Context: an optimization exercise on an open-source flow, tuned for a short achievable clock period and few clock cycles per item. The choices shown serve that exercise and are no tape-out recipe. Function was checked by simulation only, so behaviour that the tests miss may differ from the original. Power and IR drop assume default switching activity.

==> flow/design.v (excerpt) <==
module lc4_top (
   input  logic        clk,
   input  logic        i_reset,
   output logic [15:0] o_imem_addr,
   input  logic [15:0] i_imem_data,
   output logic [15:0] o_dmem_addr,
   output logic        o_dmem_we,
   output logic [15:0] o_dmem_wdata,
   input  logic [15:0] i_dmem_data,
   output logic        o_retire_valid,
   output logic [15:0] o_retire_pc,
   output logic [15:0] o_retire_insn,
   output logic        o_retire_rf_we,
   output logic [2:0]  o_retire_wsel,
   output logic [15:0] o_retire_wdata
);
For scale: roughly 2700 cells after synthesis, about 740 flip-flops, ~140 I/O pins, roughly 33000 um^2 of cells after synthesis.
export LEC_CHECK = 0
export ABC_CLOCK_PERIOD_IN_PS = 2000
export CAP_MARGIN = 20
export CORE_MARGIN = 2
export CORE_UTILIZATION = 40
export SETUP_SLACK_MARGIN = 2.0
export SLEW_MARGIN = 20
create_clock -name core_clock -period 4.3 [get_ports {clk}]
run.sh (not shown) runs the stock make flow with config.mk's settings and CLKGATE_MAP_FILE= SYNTH_SCRIPT=/design/flow/synth_recipe.tcl, a recipe that flattens the netlist after the stock synthesis.
Testbench counts at the start, summed over its fixed seeds: cycles 48,297, items 42,737.
Edit:
--- a/flow/design.v
+++ b/flow/design.v
@@ -532,27 +532,32 @@
    always_comb begin
       case ({fd_insn[8], fd_lo[9]})
          2'b01:   d_hi = fd_hi_inc;
          2'b10:   d_hi = fd_hi_dec;
          default: d_hi = fd_pcp1[15:9];
       endcase
    end
    assign d_target = {d_hi, fd_lo[8:0]};
    logic d_ok;
    logic d_take;
    logic d_drop;
    assign d_ok   = fd_pred && fd_pc_ok;
-   assign d_take = d_ok || fd_spred;
+   logic d_exact;
+   logic d_ftaken;
+   assign d_exact  = fd_is_br && !(dx_valid && dx_rf_we) && !(xm_valid && xm_is_load);
+   assign d_ftaken = (fd_insn[11] && nzp_q[2]) || (fd_insn[10] && nzp_q[1]) ||
+                     (fd_insn[9] && nzp_q[0] && !nzp_q[2] && !nzp_q[1]);
+   assign d_take   = d_exact ? d_ftaken : (d_ok || fd_spred);
    assign d_drop     = fd_valid && !redirect && !stall && fd_pred && !d_ok;
-   assign d_redirect = fd_valid && !redirect && !stall && (fd_pred ? !d_ok : d_take);
+   assign d_redirect = fd_valid && !redirect && !stall && (fd_pred ? !(d_ok && d_take) : d_take);
    always_ff @(posedge clk) begin
       if (i_reset) begin
          dx_valid <= 1'b0;
       end else begin
          dx_valid <= fd_valid && d_valid && !stall && !redirect;
       end
    end
    always_ff @(posedge clk) begin
       dx_pc       <= fd_pc;
       dx_insn     <= fd_insn;
       dx_rf_we    <= d_rf_we;
       dx_wsel     <= d_wsel;
- first-iteration DRC count increases by 11%
- clock skew decreases by 0.0084 ns
- area after synthesis increases by 0.62%
- total power increases by 3.8%
- combinational power increases by about 9%
- cell area increases by 2.7%
- maximum frequency increases by 1.3%
- register-to-register slack improved by 0.03 ns
- hold slack barely changes
- worst setup slack improved by 0.031 ns
- final cell count increases by 3.1%
- non-clock buffer count increases by 82
- count of clock-buffer cells in the layout decreases by 1
Testbench counts after the change, summed over its fixed seeds: cycles 48,109, items 42,737.

* * *

## north
lc4_top, a different RTL version from the one above (not shown whole).
For scale: about 740 flip-flops, about 140 I/O pins, ~31000 sq um of cells after synthesis.
Settings: LEC_CHECK=0, ABC_CLOCK_PERIOD_IN_PS=2000, CAP_MARGIN=20, CORE_MARGIN=2, CORE_UTILIZATION=40, SETUP_SLACK_MARGIN=2.0, SLEW_MARGIN=20; clock period 4.3 ns.
north finished every step from synthesis to the final layout, and the layout passed the timing, DRC and antenna checks.
Testbench counts of north, summed over its fixed seeds: cycles 48,005, items 42,737.
## Diff of input files: south against north
--- a/flow/design.v
+++ b/flow/design.v
@@ -408,17 +408,17 @@
          fd_imm     <= f_imm;
          fd_hi_inc <= f_lo_c ? pc_q[15:9] + 7'd2 : pc_q[15:9] + 7'd1;
          fd_hi_dec <= f_lo_c ? pc_q[15:9] : pc_q[15:9] - 7'd1;
          fd_insn <= i_imem_data;
          fd_pred <= f_hit;
          fd_pc_ok <= f_pc_ok;
          fd_is_br <= i_imem_data[15:12] == lc4_isa_pkg::OP_BR;
          fd_spred <= i_imem_data[15:12] == lc4_isa_pkg::OP_BR && i_imem_data[11:9] != 3'b000 &&
-                     (i_imem_data[8] || i_imem_data[11:9] == 3'b111 || i_imem_data[11:9] == 3'b101);
+                     (i_imem_data[8] || i_imem_data[11:9] == 3'b111);
          fd_hit_v <= f_hit_v;
          fd_use_rs <= f_use_rs;
          fd_use_rt <= f_use_rt;
          fd_dep_rs <= i_imem_data[8:6] == fd_insn[11:9];
          fd_dep_rt <= f_rt_sel == fd_insn[11:9];
          fd_dep_br <= i_imem_data[15:12] == lc4_isa_pkg::OP_BR &&
                       i_imem_data[11:9] != 3'b000 && i_imem_data[11:9] != 3'b111;
       end
On global placer's final weighted congestion, south and north are neck and neck.
Delta(number of cells upsized or downsized after cts, south - north) > 0
The final worst slack reported for south is greater than that of north by 0.050 ns.
From north to south the numbers moved as follows: cell area after layout went down; fmax rose by 2.2%; met2 global-route usage now smaller; met3 track demand over resource in global routing about even; cell area power density ~0 delta.
Between south and north, required time of the critical path is higher for north, south comes in under that.
south ends up with lower total routed wirelength than north does.
north -> south: layout overhead on the synthesized area flat
south vs. north: number of logic inverters in the finished layout went up by 1.
Testbench counts of south, summed over its fixed seeds: cycles 48,112, items 42,737.

[port drivers added, routing unchanged]
How much do the figures lean on ideal ports? The routed layouts below were timed once more, with nothing changed but the port constraints.
Step 1 sets driving cells, clkbuf_16 on the clock port and buf_2 on the other inputs (assumed; they add their load-dependent delay and slew).
Step 2 moves the port delays by t, midway between the first and last clock arrival at a register: inputs arrive t later, outputs are due t later. That takes back most of the time a late clock gives input paths.
Three values: ideal ports, drivers, drivers and shift; two values: the first two.
run | t, ns | setup slack, ns | hold slack, ns | worst setup path after step 2 | cell pins on the clock port's net
the first run of note 1 | 0.679 | 1.838 / 1.838 / 1.377 | 0.322 / 0.322 / 0.322 | input to register | 1
the second run of note 1 | 0.689 | 1.869 / 1.869 / 1.402 | 0.325 / 0.325 / 0.325 | input to register | 1
north | 0.688 | 1.967 / 1.967 / 1.377 | 0.318 / 0.318 / 0.318 | input to register | 1
south | 0.672 | 2.017 / 1.986 / 1.373 | 0.318 / 0.318 / 0.318 | input to register | 1
After both steps setup and hold are still met in every run listed. The setup slack of south, which loses most, moves by -0.031 ns with the drivers and by -0.644 ns with both steps.
